From an optimization exercise on the open Yosys and OpenROAD flow, aimed at small area, a short achievable clock period and few clock cycles per item; shortcuts taken in it are not production practice.
Only simulation tests tie the RTL to the original design; equivalence was not proved.
No activity file was given, so power comes from the tool's default toggle rates.

File: flow/config.mk
export PLATFORM = sky130hd
export DESIGN_NAME = ifmap_converter
export DESIGN_NICKNAME = ifmap_converter
export VERILOG_FILES = /design/flow/design.v
export SDC_FILE = /design/flow/constraint.sdc
export NUM_CORES = 4
export LEC_CHECK = 0
export CAP_MARGIN = 20
export CORE_MARGIN = 2
export CORE_UTILIZATION = 45
export SLEW_MARGIN = 20
File: flow/constraint.sdc
create_clock -name core_clock -period 5.0 [get_ports {clk}]
set_input_delay 1.0000 -clock core_clock [delete_from_list [all_inputs] [get_ports {clk}]]
set_output_delay 1.0000 -clock core_clock [all_outputs]
set_load 0.01 [all_outputs]
File: flow/design.v
`timescale 1ns/1ns
module tile_writer
(
	input  logic clk,
	input  logic reset,
	input  logic [64-1:0] in_data,
	input  logic in_empty_n,
	output logic in_read,
	input  logic tile_valid,
	output logic wr_en,
	output logic [6-1:0] wr_addr,
	output logic [64-1:0] wr_data,
	output logic fill_done
);
	logic [6-1:0] word_cnt;
	logic xfer;
	logic tile_end;
	assign xfer = in_read & in_empty_n;
	assign tile_end = (word_cnt == 6'(64 - 1));
	always_ff @(posedge clk or posedge reset) begin
		if (reset) begin
			in_read <= 1'b0;
		end else if (xfer && tile_end) begin
			in_read <= 1'b0;
		end else begin
			in_read <= ~tile_valid;
		end
	end
	always_ff @(posedge clk or posedge reset) begin
		if (reset) begin
			word_cnt <= '0;
		end else if (xfer) begin
			if (tile_end) begin
				word_cnt <= '0;
			end else begin
				word_cnt <= word_cnt + 1'b1;
			end
		end
	end
	assign wr_en = xfer;
	assign wr_addr = word_cnt;
	assign wr_data = in_data;
	assign fill_done = xfer & tile_end;
endmodule
`timescale 1ns/1ns
module tile_buffer
(
	input  logic clk,
	input  logic reset,
	input  logic wr_en,
	input  logic [6-1:0] wr_addr,
	input  logic [64-1:0] wr_data,
	input  logic fill_done,
	input  logic [$clog2(4)-1:0] rd_col,
	input  logic [$clog2(2)-1:0] rd_group,
	output logic [8*64-1:0] rd_words,
	input  logic drain_done,
	output logic tile_valid
);
	localparam int LANE_W = $clog2(8);
	logic [64-1:0] mem [0:64-1];
	always_ff @(posedge clk) begin
		if (wr_en) begin
			mem[wr_addr] <= wr_data;
		end
	end
	always_comb begin
		for (int k = 0; k < 8; k++) begin
			rd_words[k*64 +: 64] = mem[{rd_group, LANE_W'(k), rd_col}];
		end
	end
	always_ff @(posedge clk or posedge reset) begin
		if (reset) begin
			tile_valid <= 1'b0;
		end else if (drain_done) begin
			tile_valid <= 1'b0;
		end else if (fill_done) begin
			tile_valid <= 1'b1;
		end
	end
endmodule
`timescale 1ns/1ns
module transpose_reader
(
	input  logic clk,
	input  logic reset,
	input  logic tile_valid,
	input  logic [8*64-1:0] rd_words,
	output logic [$clog2(4)-1:0] rd_col,
	output logic [$clog2(2)-1:0] rd_group,
	output logic drain_done,
	input  logic out_full_n,
	output logic [64-1:0] out_data,
	output logic out_last,
	output logic out_write
);
	localparam int PIX_W = $clog2(8);
	localparam int COL_W = $clog2(4);
	localparam int GRP_W = $clog2(2);
	logic [GRP_W-1:0] grp_cnt;
	logic [PIX_W-1:0] pix_cnt;
	logic [COL_W-1:0] col_cnt;
	logic grp_wrap;
	logic pix_wrap;
	logic col_wrap;
	logic last_pos;
	logic tile_loaded;
	logic load;
	logic out_xfer;
	logic [PIX_W-1:0] lane_sel;
	logic [64-1:0] packed_word;
	assign grp_wrap = (grp_cnt == GRP_W'(2 - 1));
	assign pix_wrap = (pix_cnt == PIX_W'(8 - 1));
	assign col_wrap = (col_cnt == COL_W'(4 - 1));
	assign last_pos = grp_wrap & pix_wrap & col_wrap;
	assign out_xfer = out_write & out_full_n;
	assign load = tile_valid & ~tile_loaded & (~out_write | out_full_n);
	assign drain_done = out_xfer & out_last;
	assign rd_col = col_cnt;
	assign rd_group = grp_cnt;
	assign lane_sel = PIX_W'(8 - 1) - pix_cnt;
	always_comb begin
		for (int k = 0; k < 8; k++) begin
			packed_word[(8-1-k)*8 +: 8] =
				rd_words[k*64 + lane_sel*8 +: 8];
		end
	end
	always_ff @(posedge clk or posedge reset) begin
		if (reset) begin
			grp_cnt <= '0;
			pix_cnt <= '0;
			col_cnt <= '0;
		end else if (load) begin
			grp_cnt <= grp_wrap ? '0 : grp_cnt + 1'b1;
			if (grp_wrap) begin
				pix_cnt <= pix_wrap ? '0 : pix_cnt + 1'b1;
				if (pix_wrap) begin
					col_cnt <= col_wrap ? '0 : col_cnt + 1'b1;
				end
			end
		end
	end
	always_ff @(posedge clk or posedge reset) begin
		if (reset) begin
			tile_loaded <= 1'b0;
		end else if (drain_done) begin
			tile_loaded <= 1'b0;
		end else if (load && last_pos) begin
			tile_loaded <= 1'b1;
		end
	end
	always_ff @(posedge clk or posedge reset) begin
		if (reset) begin
			out_write <= 1'b0;
			out_last <= 1'b0;
		end else if (load) begin
			out_write <= 1'b1;
			out_last <= last_pos;
		end else if (out_xfer) begin
			out_write <= 1'b0;
			out_last <= 1'b0;
		end
	end
	always_ff @(posedge clk) begin
		if (load) begin
			out_data <= packed_word;
		end
	end
endmodule
`timescale 1ns/1ns
module ifmap_converter
(
	input  logic clk,
	input  logic reset,
	input  logic [64-1:0] in_data,
	input  logic in_empty_n,
	output logic in_read,
	input  logic out_full_n,
	output logic [64-1:0] out_data,
	output logic out_last,
	output logic out_write
);
	logic wr_en;
	logic [6-1:0] wr_addr;
	logic [64-1:0] wr_data;
	logic fill_done;
	logic tile_valid;
	logic [$clog2(4)-1:0] rd_col;
	logic [$clog2(2)-1:0] rd_group;
	logic [8*64-1:0] rd_words;
	logic drain_done;
	tile_writer writer_i (
		.clk(clk),
		.reset(reset),
		.in_data(in_data),
		.in_empty_n(in_empty_n),
		.in_read(in_read),
		.tile_valid(tile_valid),
		.wr_en(wr_en),
		.wr_addr(wr_addr),
		.wr_data(wr_data),
		.fill_done(fill_done)
	);
	tile_buffer buffer_i (
		.clk(clk),
		.reset(reset),
		.wr_en(wr_en),
		.wr_addr(wr_addr),
		.wr_data(wr_data),
		.fill_done(fill_done),
		.rd_col(rd_col),
		.rd_group(rd_group),
		.rd_words(rd_words),
		.drain_done(drain_done),
		.tile_valid(tile_valid)
	);
	transpose_reader reader_i (
		.clk(clk),
		.reset(reset),
		.tile_valid(tile_valid),
		.rd_words(rd_words),
		.rd_col(rd_col),
		.rd_group(rd_group),
		.drain_done(drain_done),
		.out_full_n(out_full_n),
		.out_data(out_data),
		.out_last(out_last),
		.out_write(out_write)
	);
endmodule
File: flow/run.sh
#!/bin/bash
# synth_recipe.tcl (not shown) runs the flow's synth.tcl, then flattens the netlist and writes it again
# the make line also repeats each setting of config.mk as NAME=value (left out here)
make -C /OpenROAD-flow-scripts/flow DESIGN_CONFIG=/design/flow/config.mk WORK_HOME=/design/flow/orfs CLKGATE_MAP_FILE= SYNTH_SCRIPT=/design/flow/synth_recipe.tcl finish
==> flow_metrics.tcl <==
set metrics [dict create \
    status "timing/DRC/antenna clean" \
    via_per_inst 6.29 \
    worstPathCellList "nor2b_4 > buf_4 > buf_4 > a22oi_1 > and3_1 > a211oi_1" \
    route.detailed.drc 0 \
    start_util_pct 45.1 \
    p_sw_mw 24.7 \
    synth_mux_area_share_pct 15.1 \
    timing.rr.end "reader_i.out_data[46]$_DFFE_PN_" \
    p_seq_share_pct 46.3 \
    grt_max_degree 119 \
    fmax_mhz 240 \
    setup_viol 0 \
    hold_buffers 0 \
    netlist_top_cells_count "edfxtp_1 (4,160), mux4_2 (1,024), a22oi_1 (320)" \
    slew_viol_final 0 \
    worstMarginPinSlew_ns 1.12 \
    startpoint_type "flip-flop" \
    final_layout_size_suffix_gt1_share_pct 28.5 \
    place.port_buffers 134 \
    worst-setup-path-type "reg -> reg" \
    rows 217 \
    netlist_area_um2 157000 \
    fin_crit_sh_pct 83.3 \
    ant_nets 0 \
    antenna_found_initial 34 \
    yosys.area_share.simple_pct 0.928 \
    worst_path_most_repeated_cell "buf_4" \
    synth_most_common_cell "edfxtp_1" \
    pwr-share-comb_pct 18.9 \
    boundaryPins 135 \
    routed_wirelength_mm 430 \
    seq_area_frac_synth_pct 79.7 \
    hpwl_mm 240 \
    r2r_slack_ns 0.84 \
    cp_data_required_time_ns 5.55 \
    grt_use_total_pct 24.1 \
    grt_pass1_wl_mm 599 \
    syn_inst 6569 \
    synth_edf_count 4160 \
    switching_share_pct 27.9 \
    cts_resized 0 \
    maxSlewHeadroom_pct 24.7 \
    first_pass_iters 5 \
    fill_cells 26800 \
    yosys.area_share.xor_xnor_pct 0.0279 \
    placed_area_um2 167000 \
    numCtsBuffers 410 \
    endpoint_kind "flip-flop" \
    rsz0062_at_grt "false" \
    hold_depth 1 \
    syn_avg_cell_area_um2 23.9 \
    hold_viol 0 \
    synth_top_family_by_area "multiplexers" \
    vias 75700 \
    holdPathEnd "buffer_i.mem[44][17]$_DFFE_PP_" \
    crit_slowest_cell "dfrtp_4" \
    clk_latency_ns 0.93 \
    synth_area_leaders "edfxtp_1 (79%), mux4_2 (15%), a22oi_1 (1.5%)" \
    core_um2 349000 \
    cp_num_buf_inv 2 \
    hp-start "in_data[17]" \
    tns_ns 0 \
    ys_types 36 \
    gp_congestion 0.794 \
    critPathMaxFanout 41 \
    area_growth_pct 14.5 \
    crit_family "compound AO/OA/AOI/OAI gates" \
    cts_max_level 5 \
    synth_ff_type "edfxtp_1" \
    drtIter0Drc 10100 \
    p_int_mw 63.9 \
    ys_async_sr_fraction_pct 0.407 \
    clockPowerShare_pct 34.8 \
    synth_nets 6641 \
    r2r_cells 6 \
    final_cell_area_um2 180000 \
    leakagePower_nw 54.4 \
    nets 7147 \
    synth_fa_ha_area_share_pct 0.0318 \
    die-area_um2 354000 \
    cpPeakStageDelay_ns 0.96 \
    synth_area_leader_cell "edfxtp_1" \
    power.density_nw_per_um2 492 \
    root_buffer "clkbuf_16" \
    die_y_um 595 \
    fin_crit_ns 4.16 \
    synth_seq_cells 4177 \
    clock-sinks 4177 \
    regToRegStartpoint "reader_i.grp_cnt$_DFFE_PP0N_" \
    peakVddDrop_mv 0.665 \
    yosysWarnings 3 \
    yosysTopAreaCellShare_pct 79.5 \
    skew_ns 0.0620 \
    cts_buffer_depth 4 \
    cap_viol_max_count 0 \
    cts_tree "yes" \
    fp.dieW_um 595 \
    postCtsSetupBuffers 0 \
    grt_overflow_total 0 \
    arrival_ns 4.71 \
    synth_compound_area_share_pct 2.92 \
    wl_per_cell_um 35.7 \
    clk_pin_slew_worst_paths_ns 0.06 \
    grt_pass1_vias 76700 \
    hold_slack_ns 0.430 \
    hp-class "in -> reg" \
]
==> logic make-up (layout without fill, tap and decap cells) <==
kind of cell	count (synthesis)	count (layout)
simple gates	324	324
xor+xnor	5	5
mux	1097	1097
compound gates	582	582
flops	4177	4177
other cells	0	23
buf+inv	380	1230
fa+ha+maj	4	4
==> stage by stage <==
step	util, %	setup slack, ns	power (mW)	instances
3_3_place_gp	47.8	0.592	58.4	11300
2_1_floorplan	-	0.264	50.2	6569
6_report	51.6	0.836	88.6	12000
5_1_grt	51.6	0.891	91.1	12000
4_1_cts	51.6	0.838	89.2	12000
3_5_place_dp	47.8	0.676	58.6	11300
==> state kept, by name, summed over array words and instances, names as in the netlist <==
register,cells
reader_i.pix_cnt,3
writer_i.word_cnt,6
reader_i.out_data,64
reader_i.grp_cnt,1
buffer_i.tile_valid,1
buffer_i.mem,4096
reader_i.tile_loaded,1
reader_i.out_last,1
reader_i.out_write,1
reader_i.col_cnt,2
writer_i.in_read,1
==> worst max path at each step <==
stage | start | endpoint | slack, ns | depth (start not counted)
5_1_grt | reader_i.grp_cnt$_DFFE_PP0N_ | reader_i.out_data[55]$_DFFE_PN_ | 0.89 | 7
2_1_floorplan | in_empty_n | buffer_i.mem[22][0]$_DFFE_PP_ | 0.26 | 4
3_3_place_gp | in_empty_n | buffer_i.mem[60][62]$_DFFE_PP_ | 0.59 | 6
4_1_cts | reader_i.grp_cnt$_DFFE_PP0N_ | reader_i.out_data[55]$_DFFE_PN_ | 0.84 | 7
6_report | reader_i.grp_cnt$_DFFE_PP0N_ | reader_i.out_data[46]$_DFFE_PN_ | 0.84 | 6
3_5_place_dp | in_empty_n | buffer_i.mem[60][7]$_DFFE_PP_ | 0.68 | 6
==> power groups by stage <==
stage	registers, mW	logic, mW	clock network (mW)
2_1_floorplan	41.3	8.95	0
3_3_place_gp	41.8	16.7	0
3_5_place_dp	41.8	16.8	0
4_1_cts	41.1	16.9	31.2
5_1_grt	41.1	17.5	32.5
6_report	41.0	16.8	30.8
==> layer usage <==
metal | track usage [%] | routed length, um | part of all wire (%) | vias up
li1 | - | - | - | 29700
met1 | 34.0 | 170000 | 39 | 41800
met2 | 39.6 | 212000 | 49 | 3618
met3 | 3.95 | 37400 | 8.7 | 560
met4 | 5.91 | 10700 | 2.5 | 10
met5 | 0 | 62 | 0.014 | -
==> layout by cell type (no fill, tap or decap), drive strengths merged, types with 2 or more instances in the layout <==
cell type	count
a211oi	64
a21oi	2
a221oi	64
a22oi	320
a31oi	3
a32oi	64
and2	4
and3	65
buf	399
bufinv	46
clkbuf	494
clkdlybuf4s50	70
clkinv	184
clkinvlp	21
dfrtp	17
diode	23
edfxtp	4160
ha	4
inv	16
mux2	5
mux2i	68
mux4	1024
nand2	149
nand2b	7
nand3	8
nor2	73
nor2b	10
nor3	4
o21ai	2
o22a	60
o22ai	2
or3	3
xnor2	2
xor2	3
==> layout make-up <==
| class | instances | area, um2 | area share, % |
|---|---|---|---|
| sequential | 4177 | 125000 | 69.7 |
| multi-input combinational | 2012 | 30600 | 17.0 |
| clock buffer | 494 | 10700 | 5.97 |
| tap | 4599 | 5750 | 3.20 |
| timing repair buffer | 469 | 4880 | 2.71 |
| clock inverter | 262 | 2560 | 1.43 |
| antenna | 23 | 57.6 | 0.0320 |
| inverter | 5 | 18.8 | 0.0104 |
Testbench counts, summed over its fixed seeds: cycles 16,640, tiles 128.

==> port drivers added, routing unchanged <==
No port has a modelled driver above. Below, the same layout with a new extraction and two added sets of constraints. Step 1: set_driving_cell puts a clkbuf_16 on clk and a buf_2 on each other input, an assumption about the parent block. Step 2, shift: input delay + t, output delay - t, t = (earliest + latest rising clock arrival at the registers) / 2. This alone moves slack from input paths to output paths. Three values: no drivers, after step 1, after step 2; two values: the first two.
t (ns): 1.019
slack for setup (ns): 0.836 / 0.836 / 0.614
worst setup path after step 2: input to register
slew at the worst register clock pin (ns): 0.07 / 0.07
worst slew at a driven data input, ns: 0.28
After both steps this run still meets setup and hold. For this run, drivers alone change the setup slack by 0.000 ns; drivers and shift together by -0.222 ns.
